Context: an optimization exercise on an open-source flow, tuned for small area, a short achievable clock period and few clock cycles. The choices shown serve that exercise and are no tape-out recipe.
The RTL of this run was laid out without a check of its function.
Power and IR drop assume default switching activity.

[flow/constraint.sdc]
create_clock -name core_clock -period 5.5 [get_ports {clk}]
set_input_delay 1.1000 -clock core_clock [delete_from_list [all_inputs] [get_ports {clk}]]
set_output_delay 1.1000 -clock core_clock [all_outputs]
set_load 0.01 [all_outputs]
[flow/run.sh]
#!/bin/bash
# synth_recipe.tcl (not shown) runs the flow's synth.tcl, then flattens the netlist and writes it again
# the make line also repeats each setting of config.mk as NAME=value (left out here)
make -C /OpenROAD-flow-scripts/flow DESIGN_CONFIG=/design/flow/config.mk WORK_HOME=/design/flow/orfs CLKGATE_MAP_FILE= SYNTH_SCRIPT=/design/flow/synth_recipe.tcl finish
[flow/design.v]
`default_nettype none
package fixed_arith_pkg;
  localparam int FIX_W  = 16;
  localparam int FRAC_W = 8;
  localparam int PROD_W = 32;  
  localparam logic [31:0] REG_OP_A      = 32'h00;
  localparam logic [31:0] REG_OP_B      = 32'h04;
  localparam logic [31:0] REG_SUM       = 32'h08;
  localparam logic [31:0] REG_PROD      = 32'h0C;
  localparam logic [31:0] REG_PROD_FULL = 32'h10;
  localparam logic [1:0] RESP_OKAY = 2'b00;
  typedef logic [FIX_W-1:0] fix_t;
  typedef struct packed {
    fix_t a;  
    fix_t b;  
  } fix_operands_t;
  typedef struct packed {
    fix_t sum;
    logic overflow;  
  } add_result_t;
  typedef struct packed {
    logic [PROD_W-1:0] full;
    fix_t              product;  
    logic              overflow;
    logic              precision_lost;
  } mul_result_t;
endpackage
`default_nettype wire
`default_nettype none
`timescale 1ns/10ps
module fixed_add_unit
(
  input  logic          clk,
  input  logic          rst_n,
  input  fixed_arith_pkg::fix_operands_t operands,
  input  logic          ops_load,
  output fixed_arith_pkg::add_result_t   add_res,
  output logic          add_valid
);
  logic [fixed_arith_pkg::FIX_W:0] sum_ext;  
  assign sum_ext = {1'b0, operands.a} + {1'b0, operands.b};
  always_ff @(posedge clk or negedge rst_n)
  begin
    if (!rst_n)
    begin
      add_res   <= '0;
      add_valid <= 1'b0;
    end
    else
    begin
      add_valid <= ops_load;  
      if (ops_load)
      begin
        add_res.sum      <= sum_ext[fixed_arith_pkg::FIX_W-1:0];
        add_res.overflow <= sum_ext[fixed_arith_pkg::FIX_W];
      end
    end
  end
endmodule
`default_nettype wire
`default_nettype none
`timescale 1ns/10ps
module fixed_mul_unit
(
  input  logic          clk,
  input  logic          rst_n,
  input  fixed_arith_pkg::fix_operands_t operands,
  input  logic          ops_load,
  output fixed_arith_pkg::mul_result_t   mul_res,
  output logic          mul_valid
);
  logic [fixed_arith_pkg::PROD_W-1:0] multiplicand;
  logic [fixed_arith_pkg::PROD_W-1:0] pp      [fixed_arith_pkg::FIX_W];  
  logic [fixed_arith_pkg::PROD_W-1:0] group_d [4];
  logic [fixed_arith_pkg::PROD_W-1:0] group_q [4];
  logic              s1_valid;
  logic [fixed_arith_pkg::PROD_W-1:0] full_sum;
  assign multiplicand = fixed_arith_pkg::PROD_W'(operands.a);
  always_comb
  begin
    for (int i = 0; i < fixed_arith_pkg::FIX_W; i++)
    begin
      pp[i] = (multiplicand << i) & {fixed_arith_pkg::PROD_W{operands.b[i]}};
    end
  end
  always_comb
  begin
    group_d[0] = pp[0] + pp[4] + pp[8]  + pp[15];
    group_d[1] = pp[1] + pp[5] + pp[9]  + pp[14];
    group_d[2] = pp[2] + pp[6] + pp[10] + pp[13];
    group_d[3] = pp[3] + pp[7] + pp[11] + pp[12];
  end
  always_ff @(posedge clk)
  begin
    if (ops_load)
    begin
      for (int g = 0; g < 4; g++)
        group_q[g] <= group_d[g];
    end
  end
  always_ff @(posedge clk or negedge rst_n)
  begin
    if (!rst_n)
      s1_valid <= 1'b0;
    else
      s1_valid <= ops_load;
  end
  assign full_sum = group_q[0] + group_q[1] + group_q[2] + group_q[3];
  always_ff @(posedge clk or negedge rst_n)
  begin
    if (!rst_n)
    begin
      mul_res   <= '0;
      mul_valid <= 1'b0;
    end
    else
    begin
      mul_valid <= s1_valid;
      if (s1_valid)
      begin
        mul_res.full           <= full_sum;
        mul_res.product        <= full_sum[fixed_arith_pkg::FIX_W+fixed_arith_pkg::FRAC_W-1:fixed_arith_pkg::FRAC_W];
        mul_res.overflow       <= |full_sum[fixed_arith_pkg::PROD_W-1:fixed_arith_pkg::FIX_W+fixed_arith_pkg::FRAC_W];  
        mul_res.precision_lost <= |full_sum[fixed_arith_pkg::FRAC_W-1:0];
      end
    end
  end
endmodule
`default_nettype wire
`default_nettype none
`timescale 1ns/10ps
module axil_fixed_regs
#(
  parameter int ADDR_W = 5
)
(
  input  logic              clk,
  input  logic              rst_n,
  input  logic [ADDR_W-1:0] awaddr,
  input  logic              awvalid,
  output logic              awready,
  input  logic [31:0]       wdata,
  input  logic [3:0]        wstrb,
  input  logic              wvalid,
  output logic              wready,
  output logic [1:0]        bresp,
  output logic              bvalid,
  input  logic              bready,
  input  logic [ADDR_W-1:0] araddr,
  input  logic              arvalid,
  output logic              arready,
  output logic [31:0]       rdata,
  output logic [1:0]        rresp,
  output logic              rvalid,
  input  logic              rready,
  output fixed_arith_pkg::fix_operands_t     operands,
  output logic              ops_load,
  input  fixed_arith_pkg::add_result_t       add_res,
  input  logic              add_valid,
  input  fixed_arith_pkg::mul_result_t       mul_res,
  input  logic              mul_valid
);
  logic [31:0] wr_off;
  logic [31:0] rd_off;
  logic        wr_fire;
  logic        wr_op_a;
  logic        wr_op_b;
  logic        rd_fire;
  logic        add_pend;
  logic        mul_pend;
  logic [31:0] rd_map;
  function automatic logic [fixed_arith_pkg::FIX_W-1:0] merge_bytes(logic [fixed_arith_pkg::FIX_W-1:0] cur, logic [31:0] data, logic [3:0] strb);
    logic [fixed_arith_pkg::FIX_W-1:0] res;
    res = cur;
    for (int i = 0; i < fixed_arith_pkg::FIX_W / 8; i++)
    begin
      if (strb[i])
        res[i*8 +: 8] = data[i*8 +: 8];
    end
    merge_bytes = res;
  endfunction
  assign wr_off = 32'(awaddr) & ~32'h3;  
  assign rd_off = 32'(araddr) & ~32'h3;
  assign awready = ~bvalid;
  assign wready  = ~bvalid;
  assign wr_fire = awvalid & wvalid & ~bvalid;
  assign wr_op_a = wr_fire & (wr_off == fixed_arith_pkg::REG_OP_A);
  assign wr_op_b = wr_fire & (wr_off == fixed_arith_pkg::REG_OP_B);
  assign bresp   = fixed_arith_pkg::RESP_OKAY;
  always_ff @(posedge clk or negedge rst_n)
  begin
    if (!rst_n)
    begin
      bvalid   <= 1'b0;
      ops_load <= 1'b0;
      operands <= '0;
    end
    else
    begin
      if (wr_fire)
        bvalid <= 1'b1;
      else if (bready)
        bvalid <= 1'b0;
      ops_load <= wr_op_a | wr_op_b;  
      if (wr_op_a)
        operands.a <= merge_bytes(operands.a, wdata, wstrb);
      if (wr_op_b)
        operands.b <= merge_bytes(operands.b, wdata, wstrb);
    end
  end
  always_ff @(posedge clk or negedge rst_n)
  begin
    if (!rst_n)
    begin
      add_pend <= 1'b0;
      mul_pend <= 1'b0;
    end
    else
    begin
      if (ops_load)
        add_pend <= 1'b1;
      else if (add_valid)
        add_pend <= 1'b0;
      if (ops_load)
        mul_pend <= 1'b1;
      else if (mul_valid)
        mul_pend <= 1'b0;
    end
  end
  assign arready = ~rvalid & ~add_pend & ~mul_pend & ~ops_load;
  assign rd_fire = arvalid & arready;
  assign rresp   = fixed_arith_pkg::RESP_OKAY;
  always_comb
  begin
    case (rd_off)
      fixed_arith_pkg::REG_SUM:       rd_map = {15'd0, add_res.overflow, add_res.sum};
      fixed_arith_pkg::REG_PROD:      rd_map = {14'd0, mul_res.precision_lost, mul_res.overflow, mul_res.product};
      fixed_arith_pkg::REG_PROD_FULL: rd_map = mul_res.full;
      default:       rd_map = 32'd0;  
    endcase
  end
  always_ff @(posedge clk or negedge rst_n)
  begin
    if (!rst_n)
      rvalid <= 1'b0;
    else if (rd_fire)
      rvalid <= 1'b1;
    else if (rready)
      rvalid <= 1'b0;
  end
  always_ff @(posedge clk)
  begin
    if (rd_fire)
      rdata <= rd_map;  
  end
endmodule
`default_nettype wire
`default_nettype none
`timescale 1ns/10ps
module fixed_arith_top
#(
  parameter int ADDR_W = 5
)
(
  input  logic              clk,
  input  logic              rst_n,
  input  logic [ADDR_W-1:0] awaddr,
  input  logic              awvalid,
  output logic              awready,
  input  logic [31:0]       wdata,
  input  logic [3:0]        wstrb,
  input  logic              wvalid,
  output logic              wready,
  output logic [1:0]        bresp,
  output logic              bvalid,
  input  logic              bready,
  input  logic [ADDR_W-1:0] araddr,
  input  logic              arvalid,
  output logic              arready,
  output logic [31:0]       rdata,
  output logic [1:0]        rresp,
  output logic              rvalid,
  input  logic              rready
);
  fixed_arith_pkg::fix_operands_t operands;
  logic          ops_load;
  fixed_arith_pkg::add_result_t   add_res;
  logic          add_valid;
  fixed_arith_pkg::mul_result_t   mul_res;
  logic          mul_valid;
  axil_fixed_regs #(
    .ADDR_W (ADDR_W)
  ) u_regs (
    .clk       (clk),
    .rst_n     (rst_n),
    .awaddr    (awaddr),
    .awvalid   (awvalid),
    .awready   (awready),
    .wdata     (wdata),
    .wstrb     (wstrb),
    .wvalid    (wvalid),
    .wready    (wready),
    .bresp     (bresp),
    .bvalid    (bvalid),
    .bready    (bready),
    .araddr    (araddr),
    .arvalid   (arvalid),
    .arready   (arready),
    .rdata     (rdata),
    .rresp     (rresp),
    .rvalid    (rvalid),
    .rready    (rready),
    .operands  (operands),
    .ops_load  (ops_load),
    .add_res   (add_res),
    .add_valid (add_valid),
    .mul_res   (mul_res),
    .mul_valid (mul_valid)
  );
  fixed_add_unit u_add (
    .clk       (clk),
    .rst_n     (rst_n),
    .operands  (operands),
    .ops_load  (ops_load),
    .add_res   (add_res),
    .add_valid (add_valid)
  );
  fixed_mul_unit u_mul (
    .clk       (clk),
    .rst_n     (rst_n),
    .operands  (operands),
    .ops_load  (ops_load),
    .mul_res   (mul_res),
    .mul_valid (mul_valid)
  );
endmodule
`default_nettype wire
[flow/config.mk]
export PLATFORM = sky130hd
export DESIGN_NAME = fixed_arith_top
export DESIGN_NICKNAME = fixed_arith_top
export VERILOG_FILES = /design/flow/design.v
export SDC_FILE = /design/flow/constraint.sdc
export NUM_CORES = 4
export LEC_CHECK = 0
export CAP_MARGIN = 20
export CORE_MARGIN = 2
export CORE_UTILIZATION = 40
export SLEW_MARGIN = 20
==> results.ini <==
[status]
outcome=finished clean

[synth]
ys.flop_type=edfxtp_1
yosysTopAreaCellShare_pct=22.6
ys_seq_elements=239
avgSynthCellArea_um2=10.0
yosys.cell_types.count=65
synth_edf_count=149
synthCells=1976
synthTopCellsByArea=edfxtp_1 (23%), ha_1 (14%), fa_1 (13%)
seq_area_frac_synth_pct=33.9
synthArstFlopShare_pct=37.7
ys_warn_count=6
yosys.area.top_type=edfxtp_1
synthesis.area_mm2=0.0198

[route]
viasPerCell=5.11
postRouteAntennaNets=0
drt_first_pass_iters=5
wl_per_cell_um=17.4
drt_wl_total_um=47800
drt_iter0_markers=741
vias=13989
route.detailed.drc=0

[sta]
slew_headroom_pct=35.9
period_share_pct=89.1
worstMarginPinSlew_ns=0.962
fmax_mhz=204
fin_crit_ns=4.90
rsz0062_at_grt=no
setup_viol=0
finalHoldViolations=0
slew_viol_final=0
skew_ns=0.0142
tns_ns=0

[layout]
layout.nets=2453
fillers=4557
fin_area_mm2=0.0222
syn2layout_area_growth_pct=12.2
drive_above_1_share_pct=7.67
antenna_cells=0

[place]
hpwl_um=37200
place_area_mm2=0.0213
io_buffer_count=67
gp_congestion=0.844

[clock_tree]
numCtsBuffers=29
cts-root-buf=clkbuf_16
hold_buffers=0
path_clk_slew_ns=0.06
clkLatencyLatePin_ns=0.57
cts_tree=yes
cts_max_level=1
postCtsSetupRepairBufs=0
post_cts_resized=0
clock-sinks=239
clockBufferDepth=3

[die]
die-area_mm2=0.0513
io_pins=94
fp.dieW_um=227
core-area_mm2=0.0490
start_util_pct=40.5
rows=81
die-height_um=227

[pwr]
power_frac_seq_pct=40.3
leakage_nw=10.9
swShare_pct=34.0
power.switching_mw=2.09
fin_total_pwr_mw=6.15
internal-power_mw=4.06
combPwrFrac_pct=30.0
vdd_drop_max_mv=0.214
power.density_mw_per_mm2=277
clkPwrFrac_pct=29.7

[critical_path]
r2r_slack_ns=0.60
critPathBufInv=3
reg2reg_depth=16
crit_slowest_cell=fa_1
r2r-end=u_mul.mul_res[1]
cp.arrival_ns=5.35
cpLargestDelayFamily=compound AO/OA/AOI/OAI gates
cpPeakStageDelay_ns=0.59
cp-start-kind=flip-flop
critPathKind=reg2reg
worstSetupEndpointType=flip-flop
crit_path_max_fanout=4
critPathRequiredTime_ns=5.95
regToRegStartpoint=u_mul.group_q[3][3]
crit_chain=fa_1 -> inv_1 -> fa_1 -> inv_1 -> ha_1 -> a211oi_1 -> o21a_1 -> o31ai_1 -> buf_4 -> a22oi_1 -> a21oi_1 -> a21oi_1 -> o21ai_0 -> xor2_1 -> or4_1 -> o32a_1

[run]
maxCapViolCount=0

[hold_path]
whs_path_depth=1
hp-class=reg2reg
holdCritStartpoint=u_mul.mul_valid
hold-path-endpoint=u_regs.mul_pend

[grt]
antenna_found_initial=1
grt_max_degree=71
grt_usage_pct=19.3
grt_pass1_wl_um=77000
grt-ovfl-total=0
grt_pass1_vias=14496

## final cells by class
cell class,count,area (µm²),area share (%)
clock buffers,39,815,3.66
clock inverters,14,81.3,0.366
inverters,314,1180,5.30
multi-input cells,1368,11700,52.6
flip-flops and latches,239,6730,30.3
well taps,664,831,3.74
repair buffers,100,916,4.12
## synth_stat cells, drive strengths merged (2+ instances only)
cell     count
a22oi        2
or2          2
o21a        20
nand2b      11
nand4        8
inv        314
dfrtp       90
o21ai       74
nor3        29
o31a         4
o221ai       2
mux2        63
o21bai      10
and3        11
nand3       26
a31oi        4
clkbuf      52
a21boi       2
and3b        3
o211ai       4
xor2        36
a22o         2
a2111oi      2
ha         223
a211oi      12
nor2b       14
mux2i       18
xnor2       71
and2       152
nor2        65
a21o        37
o31ai        8
fa         125
a41oi        2
or3         15
nor4         4
a31o         6
a21oi       90
edfxtp     149
or4          2
o2111ai      4
buf          6
o41ai        4
nand2      184
## how the worst max path moves through the flow
| stage | startpoint | end | slack [ns] | depth (start not counted) |
|---|---|---|---|---|
| after floorplan | u_regs.ops_load | arready | 1.18 | 2 |
| after global placement | u_mul.group_q[3][3] | u_mul.mul_res[1] | 0.60 | 16 |
| after detailed placement | u_mul.group_q[3][3] | u_mul.mul_res[1] | 0.57 | 16 |
| after CTS | u_mul.group_q[3][3] | u_mul.mul_res[1] | 0.56 | 16 |
| after global routing | u_regs.operands[5] | u_mul.group_q[1][29] | 0.29 | 16 |
| final | u_mul.group_q[3][3] | u_mul.mul_res[1] | 0.60 | 16 |
## cell usage in the layout, fill, tap and decap left out, types with 11 or more instances in the layout
cell / Yosys / layout
nor2b_1: 13 / 13
nand2b_1: 11 / 11
nor3_1: 29 / 29
dfrtp_1: 90 / 89
buf_4: 5 / 34
o21a_1: 20 / 20
and3_1: 11 / 11
a21oi_1: 89 / 89
mux2i_1: 18 / 18
edfxtp_1: 149 / 149
nor2_1: 65 / 65
clkdlybuf4s50_1: 0 / 66
and2_1: 152 / 152
inv_1: 314 / 314
ha_1: 223 / 223
a21o_1: 37 / 37
or3_1: 15 / 15
mux2_2: 63 / 63
nand3_1: 26 / 26
nand2_1: 184 / 184
xnor2_1: 71 / 71
o21ai_0: 70 / 70
a211oi_1: 12 / 12
xor2_1: 36 / 36
clkbuf_16: 0 / 30
fa_1: 125 / 125
## power by group through the flow
stage               logic [mW]  clock network [mW]  registers [mW]
CTS                       1.86                1.87            2.48
global route              2.08                1.94            2.51
floorplan                 1.32                   0            2.38
detailed placement        1.84                   0            2.51
global placement          1.80                   0            2.50
finish                    1.85                1.83            2.48
## cell families after synthesis
family,after synthesis,share of synthesized area [%]
adders and majority gates,348,26.7
buffers and inverters,372,7.14
xor gates and xnor gates,107,4.73
muxes,81,4.49
other,1,0.0189
DFF,239,33.9
AOI/OAI and AO/OA,297,9.56
and+or+nand+nor,531,13.4
## per-stage QoR
stage,hold WS [ns],instances,utilization (%),setup WS (ns)
2_1_floorplan,0.352,1979,-,1.18
3_3_place_gp,0.414,2685,43.6,0.596
3_5_place_dp,0.427,2685,43.6,0.566
4_1_cts,0.434,2738,45.4,0.559
5_1_grt,0.449,2738,45.4,0.289
6_report,0.436,2738,45.4,0.597
## registers in the layout, summed over array words and instances (netlist names)
register / cells
u_mul.group_q: 117
u_mul.mul_res: 34
u_regs.operands: 32
u_regs.rdata: 32
u_add.add_res: 17
u_add.add_valid: 1
u_mul.mul_valid: 1
u_regs.add_pend: 1
u_regs.bvalid: 1
u_regs.mul_pend: 1
u_regs.ops_load: 1
u_regs.rvalid: 1
## layer usage
layer | track usage, % | up-vias | share of wire (%) | wire length [µm]
met5 | 0 | - | 0 | 0
met4 | 5.71 | 0 | 2.7 | 1270
met3 | 2.03 | 87 | 4.4 | 2080
met2 | 33.6 | 295 | 48 | 22800
met1 | 25.4 | 6867 | 45 | 21700
li1 | - | 6740 | - | -

## port drivers added, routing unchanged
No port has a modelled driver above. Below, the same layout with a new extraction and two added sets of constraints.
Step 1, drivers: a clkbuf_16 drives clk and a buf_2 each remaining input, both assumed.
Step 2 adds t to the input delays and takes it off the output delays; t is the mean of the earliest and latest rising clock arrival at the registers after step 1. Input paths then give back, and output paths get back, about the clock's delay inside the block.
Slacks: no drivers / after step 1 / after step 2; pairs: no drivers / after step 1.
shift t [ns]: 0.616
setup slack, ns: 0.597 / 0.597 / 0.597
latest minus earliest clock arrival (ns): 0.015 / 0.014
worst slew at a driven data input, ns: 0.04
pins driven straight from the clock port: 1
After both steps this run still meets setup and hold. The setup slack of this run moves by 0.000 ns with the drivers and by 0.000 ns with both steps.
